This design comes from an exercise in tuning for small area on the open sky130 flow, not from production work.
In this exercise RTL edits were held to simulation tests only and were not proved equivalent to the original.
Power and IR drop assume default switching activity.

`design.v`:
```
module param_register_file #(
    parameter int XLEN      = 32,
    parameter int NUM_REGS  = 32,
    localparam int AW       = $clog2(NUM_REGS),
    parameter     SP_INIT   = 32'h2ffc,
    parameter int HALT_REG  = 17,
    parameter     HALT_CODE = 10
) (
    input  logic            clk,
    input  logic            reset_n,
    input  logic [AW-1:0]   rs1,
    input  logic [AW-1:0]   rs2,
    output logic [XLEN-1:0] rs1_dout,
    output logic [XLEN-1:0] rs2_dout,
    output logic            rs1_busy,
    output logic            rs2_busy,
    input  logic [AW-1:0]   rd,
    input  logic [XLEN-1:0] rd_din,
    input  logic            write_enable,
    input  logic            mark_valid,
    input  logic [AW-1:0]   mark_rd,
    input  logic            ecall,
    output logic            is_halted
);
    localparam logic [XLEN-1:0] SP_VAL   = XLEN'(SP_INIT);
    localparam logic [XLEN-1:0] HALT_VAL = XLEN'(HALT_CODE);
    localparam logic [AW-1:0]   HALT_IDX = AW'(HALT_REG);
    logic [XLEN-1:0]     regs [NUM_REGS];
    logic [NUM_REGS-1:0] busy;
    logic                halted;
    logic                wr_ok;
    logic                mk_ok;
    logic [XLEN-1:0]     x_halt;
    assign wr_ok     = write_enable && !halted && (rd != '0);
    assign mk_ok     = mark_valid && !halted && (mark_rd != '0);
    assign is_halted = halted;
    always_comb begin
        rs1_dout = (rs1 == '0) ? '0 : regs[rs1];
        rs2_dout = (rs2 == '0) ? '0 : regs[rs2];
        rs1_busy = busy[rs1];
        rs2_busy = busy[rs2];
        x_halt   = (HALT_IDX == '0) ? '0 : regs[HALT_IDX];
    end
    always_ff @(posedge clk) begin
        if (!reset_n) begin
            for (int i = 0; i < NUM_REGS; i++) begin
                regs[i] <= (i == 2) ? SP_VAL : '0;
            end
            busy   <= '0;
            halted <= 1'b0;
        end else begin
            if (wr_ok) begin
                regs[rd] <= rd_din;
                busy[rd] <= 1'b0;
            end
            if (mk_ok) begin
                busy[mark_rd] <= 1'b1;
            end
            if (ecall && !halted && (x_halt == HALT_VAL)) begin
                halted <= 1'b1;
            end
        end
    end
endmodule
```
`run.sh`:
```
#!/bin/bash
# synth_recipe.tcl (not shown) runs the flow's synth.tcl, then flattens the netlist and writes it again
# the make line also repeats each setting of config.mk as NAME=value (left out here)
make -C /OpenROAD-flow-scripts/flow DESIGN_CONFIG=/design/flow/config.mk WORK_HOME=/design/flow/orfs CLKGATE_MAP_FILE= SYNTH_SCRIPT=/design/flow/synth_recipe.tcl finish
```
`constraint.sdc`:
```
create_clock -name core_clock -period 6.0 [get_ports {clk}]
set_input_delay 1.2000 -clock core_clock [delete_from_list [all_inputs] [get_ports {clk}]]
set_output_delay 1.2000 -clock core_clock [all_outputs]
set_load 0.01 [all_outputs]
```
`config.mk`:
```
export PLATFORM = sky130hd
export DESIGN_NAME = param_register_file
export DESIGN_NICKNAME = param_register_file
export VERILOG_FILES = /design/flow/design.v
export SDC_FILE = /design/flow/constraint.sdc
export NUM_CORES = 4
export LEC_CHECK = 0
export CAP_MARGIN = 20
export CORE_MARGIN = 2
export CORE_UTILIZATION = 40
export SLEW_MARGIN = 20
```
==> out/metrics.cfg <==
[outcome]
status=complete, no violations

[cells_and_area]
final_common_cell=edfxtp_1
design_area_um2=65200
syn_to_final_growth_pct=14.3
register_area_um2=31400
fillers=12200
most-common-layout-cells=edfxtp_1, and2_1, mux4_2
layout-drive-gt1-share=0.283
fin_nets=3882
multiInputGateArea_um2=24400

[flow_run]
drv_cap=0

[pwr]
leakage_nw=22.0
vdd_ir_drop_max_mv=0.208
p_per_area_nw_per_um2=278

[routing]
ant_nets=0
dr_total_vias=36000
first_pass_iters=7
drt_first_iter_violations=5196
drt-total-wl_mm=191
wl_per_cell_um=32.8
route.detailed.drc=0
routed_via_density=6.20

[clock_network]
clkSinkCount=1057
tritoncts=yes
ctsHoldBuffers=0
clock_latency_ns=0.73
numCtsBuffers=114
htreeDepth=3
cts_root_buffer=clkbuf_16
clock_path_buffers=3
postCtsSetupBuffers=0
clk_pin_slew_ns=0.06
cts-resized-gates=0

[critical_path]
timing.critical_path.mode_cell=buf_4
cpMaxStageDelayCell=a2111oi_1
max_stage_delay_ns=0.93
cp.arrival_ns=4.42
worst-path-max-fanout=49
cp.required_ns=4.80
worstPathCellList=buf_8 -> nor2b_2 -> buf_4 -> a22oi_1 -> nand2_1 -> a21oi_1 -> a2111oi_1 -> buf_4 -> clkdlybuf4s50_1
crit_path_end_kind=output port
start_kind=input pin
path_class=input pin to output port

[synth]
synth_edf_count=1024
ys_seq_area_frac=0.550
synth_warnings=1
synthFlopType=edfxtp_1
syn_nets=3830
ys_ff_latch=1057
synth_area_um2=57100
synth_area_per_cell_um2=15.2
yosysUniqueCellTypes=51
netlist_instances=3764
synth-async-reset-ratio=0

[worst_hold_path]
min_path_type=flip-flop to flip-flop

[placement]
io_buffers=123
place_area_um2=61600
gp_congestion=0.907
post-dp-hpwl_mm=114

[sta]
setup_tns_ns=0
rsz0062_at_grt=no
setup_viol=0
worst_pin_slew_ns=1.12
relSlewSlack=0.251
hold_viol=0
min_period_ns=5.62
clock.fmax_mhz=178
hold_ws_ns=0.496
slew_viol_final=0
skew_ns=0.0176
post-route-period-util=0.936

[die]
die_height_um=382
rows=138
initial_core_util=0.403
io_pins=124
core-area_um2=142000
die_area_um2=146000
die_w_um=382

[global_routing]
grt_usage=0.261
grt_pass1_vias=35900
antenna_found_initial=16
grt_max_degree=54
overflow=0
grt_pass1_wl_mm=270

[report_power, final]
part           internal [mW]  switching (mW)  total (mW)  leakage, nW
Combinational           1.07            1.36        2.43         10.2
Clock                   4.00            3.06        7.06         1.77
Sequential              8.48           0.195        8.67         10.0
Total                   13.5            4.62        18.2         22.0
[flip-flops by register name, indices dropped and copies added (netlist names)]
| signal | cells |
|---|---|
| regs | 1024 |
| busy | 32 |
| halted | 1 |
[per-layer routing]
layer	part of all wire	GRT usage
met1	0.41	0.374
met2	0.45	0.397
met3	0.10	0.0545
met4	0.035	0.0848
met5	0.00017	0
[kinds of logic (layout without fill, tap and decap cells)]
kind of cell,after synthesis,count (layout),share of synthesized area
muxes,702,702,0.242
DFF,1057,1057,0.550
buffers and inverters,407,553,0.0327
xor gates and xnor gates,8,8,0.00123
and+or+nand+nor,1260,1260,0.132
adders and majority gates,9,9,0.00197
AOI/OAI and AO/OA,321,321,0.0398
other,0,7,0
[cell type report]
cell class              instances  share of cell area
flip-flops and latches       1057               0.481
multi-input cells            2300               0.374
repair buffers                337              0.0521
clock buffers                 137              0.0470
well taps                    1890              0.0362
clock inverters                73             0.00892
inverters                       6            0.000345
diodes                          7            0.000269
[worst paths after layout]
check                              start            to  slack, ns  cells past startpoint
worst max-delay path              rs2[0]  rs2_dout[13]       0.38                      9
worst min-delay path            busy[10]      busy[10]       0.50                      2
worst max register to register    halted   regs[9][20]       2.88                      7
worst min register to register  busy[10]      busy[10]       0.50                      2
[cells in the mapped netlist, drive strengths merged (29+ instances only)]
cell,count,share of area
a21boi,29,0.0038
a21oi,60,0.0053
a221oi,37,0.0069
and2,1020,0.11
buf,120,0.014
clkbuf,281,0.019
dfxtp,33,0.012
edfxtp,1024,0.54
mux2,100,0.020
mux2i,70,0.012
mux4,532,0.21
nand2,60,0.0039
nor2,79,0.0053
nor2b,30,0.0033
o21ai,68,0.0060
o221ai,32,0.0049
[worst max-delay path, delay by kind of cell]
family | cells | cell delay [ns]
AND/OR/NAND/NOR | 2 | 0.42
AO/OA/AOI/OAI | 3 | 1.17
buffers and inverters | 4 | 1.58
[stage by stage]
step / setup slack (ns) / util / total power [mW] / std cells
after global routing: 0.335 / 0.461 / 18.6 / 5800
after detailed placement: 0.474 / 0.435 / 11.2 / 5590
final: 0.382 / 0.461 / 18.2 / 5807
after global placement: 0.331 / 0.435 / 11.2 / 5590
after CTS: 0.460 / 0.461 / 18.2 / 5800
after floorplan: 0.621 / - / 10.2 / 3764

==> what the ideal ports hide <==
The flow's constraints put no driver on any port. The routed layout listed below was extracted and timed again, unchanged, in two steps.
Step 1: set_driving_cell puts a clkbuf_16 on clk and a buf_2 on each other input, an assumption about the parent block.
Step 2 times the ports against the registers' clock, not the clock port: input delays grow and output delays shrink by t, the midpoint of the rising clock arrivals with the driver on.
a / b / c = ideal ports / drivers / drivers and shift; a / b = the first two.
shift t [ns]: 0.807
slack for setup (ns): 0.382 / 0.317 / 0.317
slew at the worst register clock pin (ns): 0.07 / 0.07
After both steps setup and hold are still met in this run. The setup slack of this run moves by -0.065 ns with the drivers and by -0.065 ns with both steps.
